This is an optimization exercise on Yosys and OpenROAD, whose aim is small area, not a production implementation. In this exercise RTL edits were held to simulation tests only and were not proved equivalent to the original. Power and IR drop assume default switching activity.

`design/flow/design.v`:
```
`default_nettype none
package decodePkg;
    typedef enum logic [5:0] {
        opSpecial = 6'b000000,  
        opRegimm  = 6'b000001,  
        opJ       = 6'b000010,
        opBeq     = 6'b000100,
        opBne     = 6'b000101,
        opBlez    = 6'b000110,
        opBgtz    = 6'b000111,
        opAddiu   = 6'b001001,
        opSlti    = 6'b001010,
        opOri     = 6'b001101,
        opLui     = 6'b001111,
        opLw      = 6'b100011,
        opSw      = 6'b101011
    } opcode_e;
    typedef struct packed {
        logic regWe;    
        logic iType;
        logic rType;
        logic jType;    
        logic memWe;    
        logic memWb;    
        logic illegal;
    } ctrl_t;
    typedef struct packed {
        logic                       writeEnable;
        logic [5-1:0] rd;
        logic [32-1:0]     data;
    } regWrite_t;
    typedef struct packed {
        logic [32-1:0]     pc;
        logic [32-1:0]     ir;
        logic [5-1:0] rd;
        ctrl_t                      ctrl;
    } idEx_t;
endpackage
`default_nettype wire
`default_nettype none
`timescale 1ns/10ps
import decodePkg::*;
module rfAnd2 (
    input  logic a, b,
    output logic y
);
    assign y = a && b;
endmodule
module rfNand2 (
    input  logic a, b,
    output logic y
);
    assign y = !(a && b);
endmodule
module rfAnd3 (
    input  logic a, b, c,
    output logic y
);
    assign y = a && b && c;
endmodule
module rfO22ai (
    input  logic q, we, d, weN,
    output logic y
);
    assign y = !((q || we) && (d || weN));
endmodule
module rfO21ai (
    input  logic q, we, weN,
    output logic y
);
    assign y = !((q || we) && weN);
endmodule
module rfAoi222 (
    input  logic a0, b0, a1, b1, a2, b2,
    output logic y
);
    assign y = !((a0 && b0) || (a1 && b1) || (a2 && b2));
endmodule
module rfNand2Ao22 (
    input  logic t0, t1,
    input  logic a0, b0, a1, b1,
    output logic y
);
    assign y = !(t0 && t1 && !((a0 && b0) || (a1 && b1)));
endmodule
module rfNand4 (
    input  logic a, b, c, d,
    output logic y
);
    assign y = !(a && b && c && d);
endmodule
module rfOr3 (
    input  logic a, b, c,
    output logic y
);
    assign y = a || b || c;
endmodule
module rfXor2 (
    input  logic a, b,
    output logic y
);
    assign y = a ^ b;
endmodule
module regReadSel (
    input  logic [5-1:0] addr,
    input  logic                       writeEnable,
    input  logic [5-1:0] writeAddr,
    input  logic [32-1:1]       readable,
    output logic [32-1:0]       sel
);
    logic [3:0] lo;      
    logic [7:0] hi;      
    always_comb
    begin
        for (int k = 0; k < 4; k++)
            lo[k] = (addr[1:0] == k);
        for (int j = 0; j < 8; j++)
            hi[j] = (addr[4:2] == j);
    end
    assign sel[0] = writeEnable && (writeAddr == addr) && (addr != '0);
    for (genvar i = 1; i < 32; i++)
    begin : g_sel
        rfAnd3 i_and (
            .a (lo[i % 4]),
            .b (hi[i / 4]),
            .c (readable[i]),
            .y (sel[i])
        );
    end
endmodule
module regWriteSel (
    input  logic                       writeEnable,
    input  logic [5-1:0] writeAddr,
    output logic [32-1:1]       sel,
    output logic [32-1:1]       selN
);
    logic [3:0] lo;      
    logic [7:0] hi;      
    always_comb
    begin
        for (int k = 0; k < 4; k++)
            lo[k] = (writeAddr[1:0] == k);
        for (int j = 0; j < 8; j++)
            hi[j] = (writeAddr[4:2] == j) && writeEnable;
    end
    for (genvar i = 1; i < 32; i++)
    begin : g_sel
        rfAnd2 i_and (
            .a (lo[i % 4]),
            .b (hi[i / 4]),
            .y (sel[i])
        );
        rfNand2 i_nand (
            .a (lo[i % 4]),
            .b (hi[i / 4]),
            .y (selN[i])
        );
    end
endmodule
module regReadBit (
    input  logic [32-1:0] sel,
    input  logic [32-1:0] in,
    input  logic                 parity,
    output logic                 out
);
    logic [9:0]  term;
    logic [2:0]  part;
    logic        any;
    for (genvar g = 0; g < 10; g++)
    begin : g_aoi
        rfAoi222 i_aoi (
            .a0 (sel[3*g]),   .b0 (in[3*g]),
            .a1 (sel[3*g+1]), .b1 (in[3*g+1]),
            .a2 (sel[3*g+2]), .b2 (in[3*g+2]),
            .y  (term[g])
        );
    end
    rfNand4 i_nand0 (.a(term[0]), .b(term[1]), .c(term[2]), .d(term[3]), .y(part[0]));
    rfNand4 i_nand1 (.a(term[4]), .b(term[5]), .c(term[6]), .d(term[7]), .y(part[1]));
    rfNand2Ao22 i_nand2 (
        .t0 (term[8]),  .t1 (term[9]),
        .a0 (sel[30]),  .b0 (in[30]),
        .a1 (sel[31]),  .b1 (in[31]),
        .y  (part[2])
    );
    rfOr3  i_or  (.a(part[0]), .b(part[1]), .c(part[2]), .y(any));
    rfXor2 i_xor (.a(any), .b(parity), .y(out));
endmodule
module regReadParity (
    input  logic [32-1:1] sel,
    input  logic [32-1:1] parity,
    output logic                 out
);
    assign out = |(sel & parity);
endmodule
module regReadMux (
    input  logic [32-1:0]                      sel,
    input  logic [32-1:0][32-1:0]     in,
    input  logic [32-1:1]                      parity,
    output logic [32-1:0]                    out
);
    logic selParity;
    regReadParity i_parity (
        .sel    (sel[32-1:1]),
        .parity (parity),
        .out    (selParity)
    );
    for (genvar b = 0; b < 32; b++)
    begin : g_bit
        logic [32-1:0] column;
        for (genvar i = 0; i < 32; i++)
        begin : g_col
            assign column[i] = in[i][b];
        end
        regReadBit i_bit (
            .sel    (sel),
            .in     (column),
            .parity (selParity),
            .out    (out[b])
        );
    end
endmodule
module regFile (
    input  logic                            clock,
    input  logic                            arstN,
    input  logic      [5-1:0] rsAddr,
    input  logic      [5-1:0] rtAddr,
    input  decodePkg::regWrite_t                writeBack,
    output logic      [32-1:0]     rsData,
    output logic      [32-1:0]     rtData
);
    logic [32-1:1][32-1:0] regs;
    logic [32-1:0][32-1:0] readIn;
    logic [32-1:1][32-1:0] regsNext;
    logic [32-1:1]   parity, parityNext;
    logic [32-1:1]   valid;
    logic [32-1:1]   wrSel, wrSelN;
    logic [32-1:1]   readable;
    logic [32-1:0]   rsSel, rtSel;
    logic [32-1:0] rsNext, rtNext;
    regWriteSel i_wrSel (
        .writeEnable (writeBack.writeEnable),
        .writeAddr   (writeBack.rd),
        .sel         (wrSel),
        .selN        (wrSelN)
    );
    for (genvar i = 1; i < 32; i++)
    begin : g_row
        rfAnd2 i_readable (
            .a (valid[i]),
            .b (wrSelN[i]),
            .y (readable[i])
        );
        rfO21ai i_parity (
            .q   (parity[i]),
            .we  (wrSel[i]),
            .weN (wrSelN[i]),
            .y   (parityNext[i])
        );
        for (genvar b = 0; b < 32; b++)
        begin : g_bit
            rfO22ai i_bit (
                .q   (regs[i][b]),
                .we  (wrSel[i]),
                .d   (writeBack.data[b]),
                .weN (wrSelN[i]),
                .y   (regsNext[i][b])
            );
        end
    end
    assign readIn = {regs, writeBack.data};
    regReadSel i_rsSel (
        .addr        (rsAddr),
        .writeEnable (writeBack.writeEnable),
        .writeAddr   (writeBack.rd),
        .readable    (readable),
        .sel         (rsSel)
    );
    regReadSel i_rtSel (
        .addr        (rtAddr),
        .writeEnable (writeBack.writeEnable),
        .writeAddr   (writeBack.rd),
        .readable    (readable),
        .sel         (rtSel)
    );
    regReadMux i_rsMux (
        .sel    (rsSel),
        .in     (readIn),
        .parity (parity),
        .out    (rsNext)
    );
    regReadMux i_rtMux (
        .sel    (rtSel),
        .in     (readIn),
        .parity (parity),
        .out    (rtNext)
    );
    always_ff @(posedge clock)
    begin
        regs   <= regsNext;
        parity <= parityNext;
    end
    always_ff @(posedge clock or negedge arstN)
    begin
        if (!arstN)
        begin
            valid  <= '0;
            rsData <= '0;
            rtData <= '0;
        end
        else
        begin
            valid  <= valid | wrSel;
            rsData <= rsNext;
            rtData <= rtNext;
        end
    end
endmodule
`default_nettype wire
`default_nettype none
`timescale 1ns/10ps
import decodePkg::*;
module controlDecoder (
    input  decodePkg::opcode_e                  opcode,
    input  logic      [5-1:0] rt,
    input  logic                            insnValid,
    input  logic      [32-1:0]     insn,
    output decodePkg::ctrl_t                     ctrl
);
    logic isNop;
    assign isNop = !insnValid || (insn == '0);
    always_comb
    begin
        ctrl = '0;
        if (!isNop)
        begin
            case (opcode)
                opSpecial:
                begin
                    ctrl.rType = 1'b1;
                    ctrl.regWe = 1'b1;
                end
                opAddiu, opSlti, opOri, opLui:
                begin
                    ctrl.iType = 1'b1;
                    ctrl.regWe = 1'b1;
                end
                opLw:
                begin
                    ctrl.iType = 1'b1;
                    ctrl.regWe = 1'b1;
                    ctrl.memWb = 1'b1;   
                end
                opSw:
                begin
                    ctrl.iType = 1'b1;
                    ctrl.memWe = 1'b1;
                end
                opJ, opBeq, opBne, opBlez, opBgtz:
                begin
                    ctrl.jType = 1'b1;
                end
                opRegimm:
                begin
                    if (rt == 5'd0 || rt == 5'd1)
                        ctrl.jType = 1'b1;
                    else
                        ctrl.illegal = 1'b1;
                end
                default:
                begin
                    ctrl.illegal = 1'b1;     
                end
            endcase
        end
    end
endmodule
`default_nettype wire
`default_nettype none
`timescale 1ns/10ps
import decodePkg::*;
module decodeStage (
    input  logic                        clock,
    input  logic                        arstN,
    input  logic      [32-1:0] insn,
    input  logic      [32-1:0] pc,
    input  logic                        insnValid,
    input  decodePkg::regWrite_t            writeBack,
    output decodePkg::idEx_t                 idEx,
    output logic      [32-1:0] rsData,
    output logic      [32-1:0] rtData
);
    decodePkg::opcode_e                  opcode;
    logic [5-1:0] rsField;
    logic [5-1:0] rtField;
    logic [5-1:0] rdField;
    decodePkg::ctrl_t decodedCtrl;
    assign opcode  = decodePkg::opcode_e'(insn[31:26]);
    assign rsField = insn[25:21];
    assign rtField = insn[20:16];
    assign rdField = insn[15:11];
    regFile i_regFile (
        .clock     (clock),
        .arstN     (arstN),
        .rsAddr    (rsField),
        .rtAddr    (rtField),
        .writeBack (writeBack),
        .rsData    (rsData),
        .rtData    (rtData)
    );
    controlDecoder i_controlDecoder (
        .opcode    (opcode),
        .rt        (rtField),
        .insnValid (insnValid),
        .insn      (insn),
        .ctrl      (decodedCtrl)
    );
    always_ff @(posedge clock or negedge arstN)
    begin
        if (!arstN)
        begin
            idEx <= '0;
        end
        else
        begin
            idEx.pc   <= pc;
            idEx.ir   <= insn;
            idEx.rd   <= rdField;
            idEx.ctrl <= decodedCtrl;
        end
    end
endmodule
`default_nettype wire
```
`design/flow/flow/run.sh`:
```
#!/bin/bash
set -uo pipefail
bash standard.sh \
    "BUFFER_PORTS_ARGS=-buffer_cell sky130_fd_sc_hd__buf_1" \
    "CTS_ARGS=-sink_clustering_enable -repair_clock_nets -sink_clustering_size 16 -sink_clustering_max_diameter 80 -buf_list sky130_fd_sc_hd__clkbuf_8 -dont_use_dummy_load" \
    finish > flow_make.log 2>&1
status=$?
tail -20 flow_make.log
exit $status
```
`design/flow/standard.sh`:
```
#!/bin/bash
# synth_recipe.tcl (not shown) runs the flow's synth.tcl, then flattens the netlist and writes it again
# the make line also repeats each setting of config.mk as NAME=value (left out here)
make -C /OpenROAD-flow-scripts/flow DESIGN_CONFIG=/design/flow/config.mk WORK_HOME=/design/flow/orfs CLKGATE_MAP_FILE= SYNTH_SCRIPT=/design/flow/synth_recipe.tcl "${@:-finish}"
```
`design/flow/config.mk`:
```
export PLATFORM = sky130hd
export DESIGN_NAME = decodeStage
export DESIGN_NICKNAME = decodeStage
export VERILOG_FILES = /design/flow/design.v
export SDC_FILE = /design/flow/constraint.sdc
export NUM_CORES = 4
export LEC_CHECK = 0
export CAP_MARGIN = 10
export CELL_PAD_IN_SITES_DETAIL_PLACEMENT = 1
export CORE_MARGIN = 2
export CORE_UTILIZATION = 50
export CTS_BUF_LIST = sky130_fd_sc_hd__clkbuf_8
export CTS_CLUSTER_DIAMETER = 80
export CTS_CLUSTER_SIZE = 16
export SLEW_MARGIN = 10
export SYNTH_HIERARCHICAL = 1
```
`design/flow/constraint.sdc`:
```
create_clock -name core_clock -period 4.0 [get_ports {clock}]
set_input_delay 0.8000 -clock core_clock [delete_from_list [all_inputs] [get_ports {clock}]]
set_output_delay 0.8000 -clock core_clock [all_outputs]
set_load 0.01 [all_outputs]
```
==> key figures <==
Critical path
  • Critical Path AT: 4510 ps
  • R2R depth: 7
  • CP startpoint kind: primary input
  • Largest fanout on the critical path: 19
  • Reg2Reg Launch Point: i_regFile.valid[14]
  • Worst path max stage delay: 570 ps
  • Crit Reg-Reg Endpoint: i_regFile.rtData[11]
  • R2R Setup Slk: 690 ps
  • Crit Path Category: in2reg
  • CP max-delay cell: a222oi_1
  • CP endpoint kind: flop
  • Crit-path cells: buf_1, nor2b_2, buf_12, nand2_2, and2_1, and3_1, buf_4, a222oi_1, nand4_1, or3_1, xor2_1
  • Required time of the critical path: 4610 ps

Clocking
  • CTS Root Buffer Type: clkbuf_8
  • Worst skew pair latency: 770 ps
  • Setup bufs post-CTS: 0
  • PostCTS Resize Cnt: 0
  • CTS HTree Levels: 3
  • Clock Sinks: 1189
  • Clk buf depth: 3
  • # hold bufs at CTS: 0
  • CTS Buf Count: 84
  • CTS tree: built
  • Worst-path clk slew: 100 ps

STA
  • Fin crit period: 3899 ps
  • Setup violators final: 0
  • Slew headroom: 0.2288
  • Hold_ws: 181.4 ps
  • RSZ-0062 raised after global routing: false
  • Final Cycle Share: 0.9747
  • Max Clk Rate: 256.5 MHz
  • Clock Skew: 98.71 ps
  • Worst-Margin Slew: 1154 ps
  • Slew Viols, Final: 0
  • Final hold violation count: 0

Run
  • Max-cap violations: 0

Global routing
  • Met2 usage: 0.7048
  • First-pass GRT wire length: 313400 um
  • Largest net degree at the start of global routing: 115
  • Total GRT Usage: 0.4951
  • Gr ovfl total: 0
  • Met3 Use GR: 0.1632
  • Most used routing layer: met2
  • Vias in the first global route: 43860
  • Met1 GRT Util: 0.6268
  • Initial antenna violation count: 28

Final layout
  • Final-layout fill cell count: 8728
  • Area grow syn2layout: 14.70%
  • Layout cells sized above 1: 0.1027
  • Area of the multi-input gates: 17510 um^2
  • Non-filler instance count after layout: 5275
  • Register Area: 24630 um^2
  • Final nets: 4286

Synthesis
  • Register bit total from synthesis: 1189
  • Top cells by area, synth: dfxtp_1 (49%), a222oi_1 (15%), o22ai_1 (15%), dfrtp_1 (9.8%), nand4_1 (2.0%)
  • Synth top cells by count: dfxtp_1 (1023), o22ai_1 (992), a222oi_1 (642)
  • Post-Synthesis Mean Instance Area: 11.81 um^2
  • Post-synth cell types: 46
  • Sequential share of the synthesized area: 0.5838
  • Synthesis Warnings: 11
  • Asr flop ratio synth: 0.1396
  • Yosys top cell by area: dfxtp_1
  • Mapped Area: 42190 um^2
  • EDFF count, synth: 0
  • Yosys top cell area share: 0.4854
  • Primary FF master, synth: dfxtp_1
  • Cells after Synth: 3573
  • Most frequent cell after synthesis: dfxtp_1
  • Syn Nets: 3678

Worst hold path
  • Worst min path class: in2reg
  • Hold Startpoint: pc[9]
  • Hold Path Sink: idEx[53]
  • Hold depth: 1

Routing
  • Final wirelength: 223000 um
  • DRC Markers: 0
  • Drt pass-1 iters: 14
  • Via-to-Cell Ratio: 8.535
  • Vias: 45020
  • DRT antenna net count: 0
  • Average wire per standard cell: 42.28 um
  • Iteration-0 DRC Markers: 9931

Floorplan
  • # rows: 106
  • Io pins: 245
  • Die width: 294.5 um
  • Core Footprint: 83560 um^2
  • Chip height: 294.5 um
  • Die Area: 86720 um^2
  • Initial Util: 0.5050

Power
  • Internal power: 0.01858 W
  • P_leak: 18.03 nW
  • Gate power share: 0.164
  • Switch Pwr: 0.008817 W
  • Reg power frac: 0.627
  • Switching share of total power: 0.3218
  • Clock power frac: 0.209
  • Maximum vdd drop: 0.3958 mV
  • Pwr dens: 566.1 nW/um^2

Status
  • Status: finished clean

Placed design
  • Placer Congestion: 0.9618
  • PortBufs: 244
  • Placed insts: 5175
  • Post-detail-place hpwl: 138900 um
-- area by class of cell --
class,instances,area share
clock buffer,84,0.02389
timing repair buffer,535,0.07650
sequential,1189,0.5090
inverter,1,0.00007756
antenna,16,0.0008273
multi-input combinational,2370,0.3618
tap,1080,0.02792
-- cells by family (layout without fill, tap and decap cells) --
group	Yosys count	in the layout	share of synthesized area
XOR/XNOR	75	75	0.01557
buffers and inverters	14	620	0.003025
flip-flops	1189	1189	0.5838
other	0	16	0
AND/OR/NAND/NOR	524	524	0.07523
AO/OA/AOI/OAI	1771	1771	0.3223
-- Yosys stat by module, one instance, submodules excluded, excerpt --
| module | cell area (um^2) | times used |
|---|---|---|
| rfOr3 | 6.256 | 64 |
| rfAoi222 | 10.01 | 640 |
| regFile | 23050 | 1 |
| rfAnd3 | 6.256 | 62 |
| controlDecoder | 306.5 | 1 |
| regReadParity | 153.9 | 2 |
| rfNand2Ao22 | 12.51 | 64 |
| rfO21ai | 5.005 | 31 |
| rfAnd2 | 6.256 | 62 |
| regReadSel | 186.4 | 2 |
| rfNand2 | 3.754 | 31 |
| rfXor2 | 8.758 | 64 |
| rfO22ai | 6.256 | 992 |
| regWriteSel | 118.9 | 1 |
| decodeStage | 1814 | 1 |
-- power groups by stage --
stage                     registers, W  clock network [W]  logic (W)
after floorplan                 0.0167                  0    0.00228
after global routing            0.0174            0.00613    0.00470
after detailed placement        0.0173                  0    0.00430
after global placement          0.0170                  0    0.00406
final                           0.0172            0.00573    0.00448
after CTS                       0.0170            0.00571    0.00431
-- registers in the layout (all words and copies together) (netlist names) --
name              cells
i_regFile.rtData     32
idEx                 71
i_regFile.regs      992
i_regFile.valid      31
i_regFile.parity     31
i_regFile.rsData     32
-- how the worst max path moves through the flow --
| stage | startpoint | endpoint | slack [ps] | depth (start not counted) |
|---|---|---|---|---|
| 3_5_place_dp | writeBack[33] | i_regFile.rtData[11] | -350 | 11 |
| 5_1_grt | writeBack[33] | i_regFile.rtData[11] | 120 | 11 |
| 4_1_cts | writeBack[33] | i_regFile.rtData[11] | 420 | 11 |
| 6_report | writeBack[33] | i_regFile.rtData[11] | 100 | 11 |
| 2_1_floorplan | writeBack[33] | i_regFile.rsData[0] | 5 | 8 |
| 3_3_place_gp | writeBack[33] | i_regFile.rtData[11] | -340 | 11 |
-- routing by layer --
layer,wire length [um],vias up
met4,19630,18
met5,126,-
met2,91590,4164
li1,-,17410
met3,33600,1029
met1,78080,22400
-- cells in the final DEF (no fill, tap or decap), types with 46 or more instances in the layout --
cell type and count:
dfxtp_1 1023, o22ai_1 992, a222oi_1 642, buf_4 245, buf_1 225, dfrtp_1 166
nand4_1 136, a22oi_1 88, clkbuf_8 84, nand3_1 70, and2_1 66, or3_1 65
xor2_1 65, and3_1 64, buf_12 46
-- worst max-delay path: cells and delay by family --
| kind | cells | cell delay (ps) |
|---|---|---|
| simple gates | 6 | 1860 |
| buf+inv | 3 | 910 |
| xor+xnor | 1 | 350 |
| compound gates | 1 | 570 |
-- per-stage QoR --
| stage | setup WS (ps) | TNS [ps] | cell area (um^2) | power, W | util |
|---|---|---|---|---|---|
| 6_report | 101.4 | 0 | 48390 | 0.02740 | 0.5792 |
| 3_3_place_gp | -342.2 | -2223 | 47200 | 0.02103 | 0.5649 |
| 2_1_floorplan | 5.402 | 0 | 42250 | 0.01895 | - |
| 5_1_grt | 118.7 | 0 | 48370 | 0.02827 | 0.5789 |
| 3_5_place_dp | -353.8 | -7246 | 47200 | 0.02158 | 0.5649 |
| 4_1_cts | 421.5 | 0 | 48350 | 0.02705 | 0.5787 |

-- what the ideal ports hide --
The results above use ideal ports. As a check the final layout listed here was re-extracted and re-timed, cells and wires unchanged.
Step 1, drivers: a clkbuf_16 drives clock and a buf_2 each remaining input, both assumed.
Step 2 moves the port delays by t, midway between the first and last clock arrival at a register: inputs arrive t later, outputs are due t later. That takes back most of the time a late clock gives input paths.
a / b / c = no drivers / after step 1 / after step 2; a / b = the first two.
t (ns): 0.798
setup slack, ns: 0.101 / 0.148 / -0.651
slew at the worst register clock pin (ns): 0.11 / 0.11
Met with ideal ports but missed after step 2: setup timing in this run. For this run, drivers alone change the setup slack by +0.047 ns; drivers and shift together by -0.752 ns.
